Source: an optimization exercise on an open RTL-to-GDS flow (aim: small area). Production flows keep margins and buffers that such runs may drop. Only simulation tests tie the RTL to the original design; equivalence was not proved. Power figures rest on the tool's default switching activity, not on a simulated workload.

==> flow/design.v <==
package displayPkg;
    localparam int coordW = 10;
    localparam int angleW = 6;
    typedef struct packed {
        logic [coordW-1:0] x;
        logic [coordW-1:0] y;
        logic              displayOn;
    } pixelT;
    typedef struct packed {
        logic [7:0] red;
        logic [7:0] green;
        logic [7:0] blue;
    } rgbT;
    typedef struct packed {
        logic [coordW-1:0] x;
        logic [coordW-1:0] y;
        logic              xNeg;
        logic              yNeg;
    } ballT;
    typedef struct packed {
        logic signed [7:0] sin;
        logic signed [7:0] cos;
    } trigT;
    localparam rgbT ball1Color = 24'hffbb00;
    localparam rgbT ball2Color = 24'hff0000;
    localparam rgbT backColor  = 24'h555555;
    localparam rgbT blankColor = 24'h000000;
endpackage
module ballDisplay
(
    input  logic        clk,
    input  logic        reset,
    input  logic        run,
    input  logic [9:0]  ballSize,
    output logic [23:0] rgb,
    output logic [9:0]  pixelX,
    output logic [9:0]  pixelY,
    output logic        displayOn,
    output logic        hSyncN,
    output logic        vSyncN
);
    logic       justReset;
    logic       xEnd;
    logic       yEnd;
    logic [9:0] xInc;
    logic [9:0] curX;
    logic [9:0] curY;
    logic       onNext;
    logic       hSyncNext;
    logic       vSyncNext;
    logic       frameTick;
    logic       step;
    always_comb
    begin
        xEnd = (pixelX == 10'd799);
        yEnd = (pixelY == 10'd524);
        xInc = pixelX + 1'b1;
        curX = xEnd ? 10'd0 : {xInc[9:1], xInc[0] & ~justReset};
        if (!xEnd)
            curY = pixelY;
        else if (yEnd)
            curY = 10'd0;
        else
            curY = pixelY + 1'b1;
        onNext    = (curX < 10'd640) && (curY < 10'd480);
        hSyncNext = !((curX >= 10'd656) && (curX < 10'd752));
        vSyncNext = !((curY >= 10'd490) && (curY < 10'd492));
        frameTick = (curX == 10'd0) && (curY == 10'd480);
        step      = frameTick && run;
    end
    logic [9:0] b1x;
    logic [9:0] b1y;
    logic       b1xNeg;
    logic       b1yNeg;
    logic [9:0] b2x;
    logic [9:0] b2y;
    logic       b2xNeg;
    logic       b2yNeg;
    logic [5:0] angle;
    function automatic logic [10:0] stepAxis(
        input logic [9:0]  pos,
        input logic        neg,
        input logic [9:0]  size,
        input logic [10:0] limit
    );
        logic [11:0] t;
        logic        newNeg;
        t = {2'b0, size} + ({2'b0, pos} ^ {12{neg}}) + (neg ? 12'd1 : 12'd4096 - {1'b0, limit});
        newNeg = neg ^ ~t[11];
        stepAxis = {newNeg, pos + {{9{newNeg}}, 1'b1}};
    endfunction
    always_ff @(posedge clk)
    begin
        if (reset)
        begin
            {b1xNeg, b1x} <= {1'b0, 10'd320};
            {b1yNeg, b1y} <= {1'b0, 10'd240};
            {b2xNeg, b2x} <= {1'b1, 10'd200};
            {b2yNeg, b2y} <= {1'b1, 10'd150};
            angle         <= 6'd0;
        end
        else if (step)
        begin
            {b1xNeg, b1x} <= stepAxis(b1x, b1xNeg, ballSize, 11'd639);
            {b1yNeg, b1y} <= stepAxis(b1y, b1yNeg, ballSize, 11'd479);
            {b2xNeg, b2x} <= stepAxis(b2x, b2xNeg, ballSize, 11'd639);
            {b2yNeg, b2y} <= stepAxis(b2y, b2yNeg, ballSize, 11'd479);
            angle         <= angle + 1'b1;
        end
    end
    function automatic logic [6:0] quarterSine(input logic [3:0] j);
        case (j)
            4'd0:  quarterSine = 7'd0;
            4'd1:  quarterSine = 7'd12;
            4'd2:  quarterSine = 7'd25;
            4'd3:  quarterSine = 7'd37;
            4'd4:  quarterSine = 7'd49;
            4'd5:  quarterSine = 7'd60;
            4'd6:  quarterSine = 7'd71;
            4'd7:  quarterSine = 7'd81;
            4'd8:  quarterSine = 7'd90;
            4'd9:  quarterSine = 7'd98;
            4'd10: quarterSine = 7'd106;
            4'd11: quarterSine = 7'd112;
            4'd12: quarterSine = 7'd117;
            4'd13: quarterSine = 7'd122;
            4'd14: quarterSine = 7'd125;
            default: quarterSine = 7'd126;
        endcase
    endfunction
    function automatic logic [6:0] quarterCosine(input logic [3:0] j);
        case (j)
            4'd0:  quarterCosine = 7'd127;
            4'd1:  quarterCosine = 7'd126;
            4'd2:  quarterCosine = 7'd125;
            4'd3:  quarterCosine = 7'd122;
            4'd4:  quarterCosine = 7'd117;
            4'd5:  quarterCosine = 7'd112;
            4'd6:  quarterCosine = 7'd106;
            4'd7:  quarterCosine = 7'd98;
            4'd8:  quarterCosine = 7'd90;
            4'd9:  quarterCosine = 7'd81;
            4'd10: quarterCosine = 7'd71;
            4'd11: quarterCosine = 7'd60;
            4'd12: quarterCosine = 7'd49;
            4'd13: quarterCosine = 7'd37;
            4'd14: quarterCosine = 7'd25;
            default: quarterCosine = 7'd12;
        endcase
    endfunction
    localparam logic [18:0] accA0 = 19'h79cc8;  
    localparam logic [18:0] accB0 = 19'h7b596;  
    logic [18:0] accA;
    logic [18:0] accB;
    logic        visLine;
    logic        accEn;
    logic        accX8;
    logic        accSwap;
    logic        accSubA;
    logic        accSubB;
    logic        accClr;
    logic        initCnt;
    logic [6:0]  sinQ;
    logic [6:0]  cosQ;
    logic        pickSin;
    logic [6:0]  magA;
    logic [6:0]  magB;
    logic        negA;
    logic        negB;
    logic [9:0]  addA;
    logic [9:0]  addB;
    logic [18:0] sumA;
    logic [18:0] sumB;
    always_comb
    begin
        visLine = (curY < 10'd480);
        accEn   = 1'b0;
        accX8   = 1'b0;
        accSwap = 1'b0;
        accSubA = 1'b0;
        accSubB = 1'b0;
        accClr  = 1'b0;
        case (curY[1:0])
            2'd0:    initCnt = curX[8:0] < b2x[8:0];
            2'd1:    initCnt = b2x[9];
            2'd2:    initCnt = curX[8:0] < b2y[8:0];
            default: initCnt = b2y[9];
        endcase
        if (visLine)
        begin
            if (curX < 10'd640)
            begin
                accEn   = 1'b1;
                accSubB = 1'b1;
            end
            else if (curX < 10'd720)
            begin
                accEn   = 1'b1;
                accX8   = 1'b1;
                accSubA = 1'b1;
            end
            else if (curX == 10'd799)
            begin
                accEn   = 1'b1;
                accSwap = 1'b1;
            end
        end
        else if (curY[9:2] == 8'd120)
        begin
            accClr = 1'b1;
        end
        else if (curY[9:2] == 8'd121)
        begin
            accEn   = !curX[9] && initCnt;
            accSwap = curY[1];
            accSubA = 1'b1;
            accSubB = curY[1];
        end
        sinQ    = quarterSine(angle[3:0]);
        cosQ    = quarterCosine(angle[3:0]);
        pickSin = angle[4] ^ accSwap;
        magA    = pickSin ? sinQ : cosQ;
        magB    = pickSin ? cosQ : sinQ;
        negA    = accEn && (angle[5] ^ (angle[4] && !accSwap) ^ accSubA);
        negB    = accEn && (angle[5] ^ (angle[4] && accSwap) ^ accSubB);
        addA    = !accEn ? 10'd0 : accX8 ? {magA, 3'd0} : {3'd0, magA};
        addB    = !accEn ? 10'd0 : accX8 ? {magB, 3'd0} : {3'd0, magB};
        sumA    = accA + ({19{negA}} ^ {9'd0, addA}) + {18'd0, negA};
        sumB    = accB + ({19{negB}} ^ {9'd0, addB}) + {18'd0, negB};
    end
    always_ff @(posedge clk)
    begin
        if (reset)
        begin
            accA <= accA0;
            accB <= accB0;
        end
        else if (accClr)
        begin
            accA <= 19'd0;
            accB <= 19'd0;
        end
        else
        begin
            accA <= sumA;
            accB <= sumB;
        end
    end
    function automatic logic within10(input logic [10:0] d, input logic [9:0] size);
        logic [9:0]  u;
        logic [10:0] t;
        u = d[9:0] ^ {10{d[10]}};
        t = {1'b0, size} + {1'b0, ~u} + {10'd0, ~d[10]};
        within10 = t[10];
    endfunction
    function automatic logic within12(input logic [11:0] d, input logic [9:0] size);
        logic [10:0] u;
        logic [11:0] t;
        u = d[10:0] ^ {11{d[11]}};
        t = {2'b0, size} + {1'b0, ~u} + {11'd0, ~d[11]};
        within12 = t[11];
    endfunction
    logic ball1On;
    logic ball2On;
    always_comb
    begin
        ball1On = within10({1'b0, curX} - {1'b0, b1x}, ballSize) &&
                  within10({1'b0, curY} - {1'b0, b1y}, ballSize);
        ball2On = within12(accA[18:7], ballSize) && within12(accB[18:7], ballSize);
    end
    logic rBall;
    logic rOrange;
    logic rGrey;
    logic rOrGrey;
    always_ff @(posedge clk)
    begin
        if (reset)
        begin
            pixelX    <= 10'd0;
            pixelY    <= 10'd0;
            justReset <= 1'b1;
            displayOn <= 1'b0;
            hSyncN    <= 1'b1;
            vSyncN    <= 1'b1;
            rBall     <= 1'b0;
            rOrange   <= 1'b0;
            rGrey     <= 1'b0;
            rOrGrey   <= 1'b0;
        end
        else
        begin
            pixelX    <= curX;
            pixelY    <= curY;
            justReset <= 1'b0;
            displayOn <= onNext;
            hSyncN    <= hSyncNext;
            vSyncN    <= vSyncNext;
            rBall     <= onNext && (ball1On || ball2On);
            rOrange   <= onNext && ball1On;
            rGrey     <= onNext && !ball1On && !ball2On;
            rOrGrey   <= onNext && (ball1On || !ball2On);
        end
    end
    assign rgb = {rBall, displayOn, rBall, displayOn, rBall, displayOn, rBall, displayOn,
                  rOrange, rGrey, rOrange, rOrGrey, rOrange, rGrey, rOrange, rOrGrey,
                  1'b0, rGrey, 1'b0, rGrey, 1'b0, rGrey, 1'b0, rGrey};
endmodule
==> flow/run.sh <==
#!/bin/bash
# synth_recipe.tcl (not shown) runs the flow's synth.tcl, then flattens the netlist and writes it again
# the make line also repeats each setting of config.mk as NAME=value (left out here)
make -C /OpenROAD-flow-scripts/flow DESIGN_CONFIG=/design/flow/config.mk WORK_HOME=/design/flow/orfs CLKGATE_MAP_FILE= SYNTH_SCRIPT=/design/flow/synth_recipe.tcl finish
==> flow/config.mk <==
export PLATFORM = sky130hd
export DESIGN_NAME = ballDisplay
export DESIGN_NICKNAME = ballDisplay
export VERILOG_FILES = /design/flow/design.v
export SDC_FILE = /design/flow/constraint.sdc
export NUM_CORES = 4
export LEC_CHECK = 0
export CAP_MARGIN = 20
export CORE_MARGIN = 2
export CORE_UTILIZATION = 40
export SLEW_MARGIN = 20
==> flow/constraint.sdc <==
create_clock -name core_clock -period 12.0 [get_ports {clk}]
set_input_delay 2.4000 -clock core_clock [delete_from_list [all_inputs] [get_ports {clk}]]
set_output_delay 2.4000 -clock core_clock [all_outputs]
set_load 0.01 [all_outputs]
==> summary.md <==
| Metric | Value |
|---|---|
| Status | `complete, no violations` |
| # DRC | `0` |
| Initial core utilization | `40.4%` |
| Endpoints failing hold | `0` |
| First-pass GRT wire length | `53,400 um` |
| EDFF count, synth | `0` |
| CTS tree | `yes` |
| Gr ovfl total | `0` |
| WL/cell | `around 17 um` |
| Worst flop-to-flop path startpoint | `pixelX[0]` |
| Antenna violations before repair | `0` |
| Mapped cell area | `12,700 um^2` |
| DRT Pass-1 Iters | `5` |
| Largest family of logic cells by synthesized area | `adder cells` |
| Mapped Cells | `~1,500` |
| CP endpoint kind | `flip-flop` |
| Reg2Reg Setup Slack | `4320 ps` |
| Via count | `10,700` |
| Worst hold path depth | `2` |
| Port Buffer Count | `55` |
| Compound-Gate Fraction of Synth Area | `20.0%` |
| Vias in the first global route | `10,200` |
| Required @ worst endpoint | `between 10,000 and 15,000 ps` |
| Critical R2R Capture | `accB[18]` |
| Worst slew margin | `32.7%` |
| Core ar. | `about 31,000 um^2` |
| Asr flop ratio synth | `0%` |
| Dpl cell area | `approximately 13,000 um^2` |
| Minimum clock period | `7680 ps` |
| GRT Total Usage | `20.2%` |
| Synth unique cells | `86` |
| Cell leakage power | `0.00622 uW` |
| Post-Route WL | `32,900 um` |
| Startpoint Class | `flip-flop` |
| Syn. warnings | `2` |
| Layout cell share with drive strength beyond 1 | `4.61%` |
| Critical Path Slowest Stage Cell | `a2111oi_2` |
| Post-synthesis xor/xnor area fraction | `13.0%` |
| FF/Latch Area | `2600 um^2` |
| H-tree depth reported by CTS | `4` |
| DIE AREA | `approximately 33,000 um^2` |
| CP arrival | `roughly 8000 ps` |
| Inst Count DP | `1,934` |
| Std-Cell Rows | `between 60 and 70` |
| Setup violations, final | `0` |
| Fill count | `between 3,000 and 4,000` |
| Worst min path class | `reg -> reg` |
| Post-synth top flop | `dfxtp_1` |
| RSZ-0062 raised after global routing | `no` |
| Adder-cell share of the synthesized area | `22.2%` |
| Ant. Diodes | `0` |
| Post-Synth Simple-Gate Area | `approximately 16%` |
| Worst Hold Path EP | `angle[1]` |
| Layout area overhead | `10.6%` |
| Clk sink count | `between 100 and 150` |
| Worst Clk Skew | `10.0 ps` |
| Clk slew on worst S/H paths | `about 60 ps` |
| Final TNS setup | `0 ps` |
| Die width | `between 150 and 200 um` |
| Final Util | `between 40% and 50%` |
| Total Nets Final | `1,784` |
| Worst-margin pin slew | `1000 ps` |
| Syn_area_per_cell | `8.26 um^2` |
| Vias per std cell | `about 5.4` |
| DP Wirelength | `between 20,000 and 25,000 um` |
| Fmax | `130 MHz` |
| Clk latency of the worst-skew pair | `around 430 ps` |
| CTS max path bufs | `2` |
| RD Place Congestion | `0.833` |
| Most common cell after layout, fill and taps aside | `ha_1` |
| Area of the multi-input gates | `9330 um^2` |
| CP peak stage delay | `600 ps` |
| Final worst-path cycle share | `64.0%` |
| Slew Limit Fails | `0` |
| Commonest cells after routing, fill and taps aside | `ha_1 (209), dfxtp_1 (130), xnor2_1 (113)` |
| Crit path max fanout | `10` |
| Non-filler cells, final | `1,965` |
| Root Driver | `clkbuf_16` |
| FF-to-FF path depth | `29` |
| Starting DRT DRC Count | `581` |
| Die Y | `182 um` |
| Mux share of post-synthesis cell area | `~2.2%` |
| Maximum vdd ir drop | `102 uV` |
| Max-Cap Viols | `0` |
| Post-cts resize count | `0` |
| Largest net degree at the start of global routing | `60` |
| Critical path type | `reg -> reg` |
| Post-route design area | `14,000 um^2` |
| Num CTS Buffers | `17` |
| Post-CTS setup buffers | `0` |
| Hold-fix buffers at CTS | `0` |
| Power Density | `about 86 nW/um^2` |
| Worst hold margin | `a little over 500 ps` |
| Worst Hold Launch | `angle[1]` |
| I/O pin count | `60` |
| Sequential fraction of the synthesis area | `20.5%` |
| #FFs+latches synth | `130` |
| Top cell by count, worst path | `o21ai_0` |
| Post-DRT Antenna Nets | `0` |
[sequential cells by signal (all words and copies together) (netlist names), 6 cells and up]
name and flops:
sinQ 7, accB 19, b1y 10, cosQ 7, b1x 10, pixelX 10
b2x 10, accA 19, b2y 10, angle 6, pixelY 10
[worst max-delay path by stage]
stage           startpoint        to  depth (start not counted)
4_1_cts          pixelX[0]  accA[18]                         28
6_report         pixelX[0]  accB[18]                         29
2_1_floorplan  ballSize[2]    b1y[9]                         21
3_3_place_gp   ballSize[2]    b1x[9]                         23
5_1_grt          pixelX[0]  accB[18]                         29
3_5_place_dp   ballSize[2]    b1x[9]                         23
[cell families after synthesis]
kind of cell             Yosys count
adder cells (fa/ha/maj)          219
XOR/XNOR                         189
AND/OR/NAND/NOR                  402
multiplexers                      27
buffers and inverters            180
flip-flops                       130
AO/OA/AOI/OAI                    387
other                              1
[final cells by class]
type                            count  area share (%)
Timing Repair Buffer               67            4.58
Clock buffer                       22            3.38
Clock inverter                      8           0.579
Inverter                          108            2.89
Sequential cell                   130            18.5
Multi-Input combinational cell   1228            66.4
Tap cell                          402            3.58
[where the power goes]
part / leakage [uW] / total [uW] / internal (uW) / switching [uW]
sequential: 0.00105 / 459 / 447 / 11.8
clock: 0.000256 / 507 / 299 / 208
combinational: 0.00491 / 242 / 113 / 128
total: 0.00622 / 1210 / 859 / 348
[metal layers]
layer	track usage [%]	vias to the layer above	wire [um]
met4	4.58	0	547
met5	0	-	0
met1	27.4	5023	15900
li1	-	5440	-
met2	33.7	207	14900
met3	3.03	35	1570
[Yosys cell counts, types with 8 or more instances]
| cell type | count | area (um^2) |
|---|---|---|
| ha_1 | 209 | 2620 |
| dfxtp_1 | 130 | 2600 |
| xnor2_1 | 113 | 990 |
| a21oi_1 | 111 | 556 |
| inv_1 | 107 | 402 |
| nor2_1 | 106 | 398 |
| nand2_1 | 104 | 390 |
| xor2_1 | 76 | 666 |
| o21ai_0 | 74 | 370 |
| a21o_1 | 41 | 308 |
| clkbuf_1 | 37 | 139 |
| nor3_1 | 30 | 150 |
| buf_4 | 24 | 180 |
| mux2i_1 | 24 | 240 |
| nand2b_1 | 22 | 138 |
| nand4_1 | 20 | 125 |
| o21bai_1 | 20 | 150 |
| and3_1 | 19 | 119 |
| o21a_1 | 17 | 128 |
| nand3_1 | 16 | 80.1 |
| nor2b_1 | 15 | 93.8 |
| o211ai_1 | 14 | 105 |
| a21boi_0 | 11 | 82.6 |
| a31oi_1 | 11 | 68.8 |
| or3_1 | 11 | 68.8 |
| a211oi_1 | 10 | 75.1 |
| and2_1 | 10 | 62.6 |
| fa_1 | 10 | 200 |
| o22ai_1 | 10 | 62.6 |
| o31ai_1 | 10 | 75.1 |
| nor4_1 | 9 | 56.3 |
| or2_2 | 8 | 50.1 |
[worst max-delay path, delay by kind of cell (launching register included)]
kind                       cells  cell delay (ps)
buffers and inverters          2              200
xor gates and xnor gates       2              380
adders and majority gates      3             1010
DFF                            1              410
AOI/OAI and AO/OA             14             3330
and+or+nand+nor                8             2170
[through the flow]
step	worst slack (ps)	total power (uW)
after global placement	3990	706
after global routing	3820	1270
after detailed placement	3960	710
final	4320	1210
after CTS	4190	1220
after floorplan	5140	648

==> afterwards: timing with drivers on the ports <==
The flow's constraints put no driver on any port. The routed layout listed below was extracted and timed again, unchanged, in two steps. Step 1 assumes that a clkbuf_16 drives the clock port and a buf_2 every other input. Step 2 adds t to the input delays and takes it off the output delays; t is the mean of the earliest and latest rising clock arrival at the registers after step 1. Input paths then give back, and output paths get back, about the clock's delay inside the block. Slacks: no drivers / after step 1 / after step 2; pairs: no drivers / after step 1.
t (ns): 0.470
slack for setup (ns): 4.316 / 4.316 / 3.921
cell pins on the clock port's net: 1
After both steps setup and hold are still met in this run. The setup slack of this run moves by 0.000 ns with the drivers and by -0.395 ns with both steps.
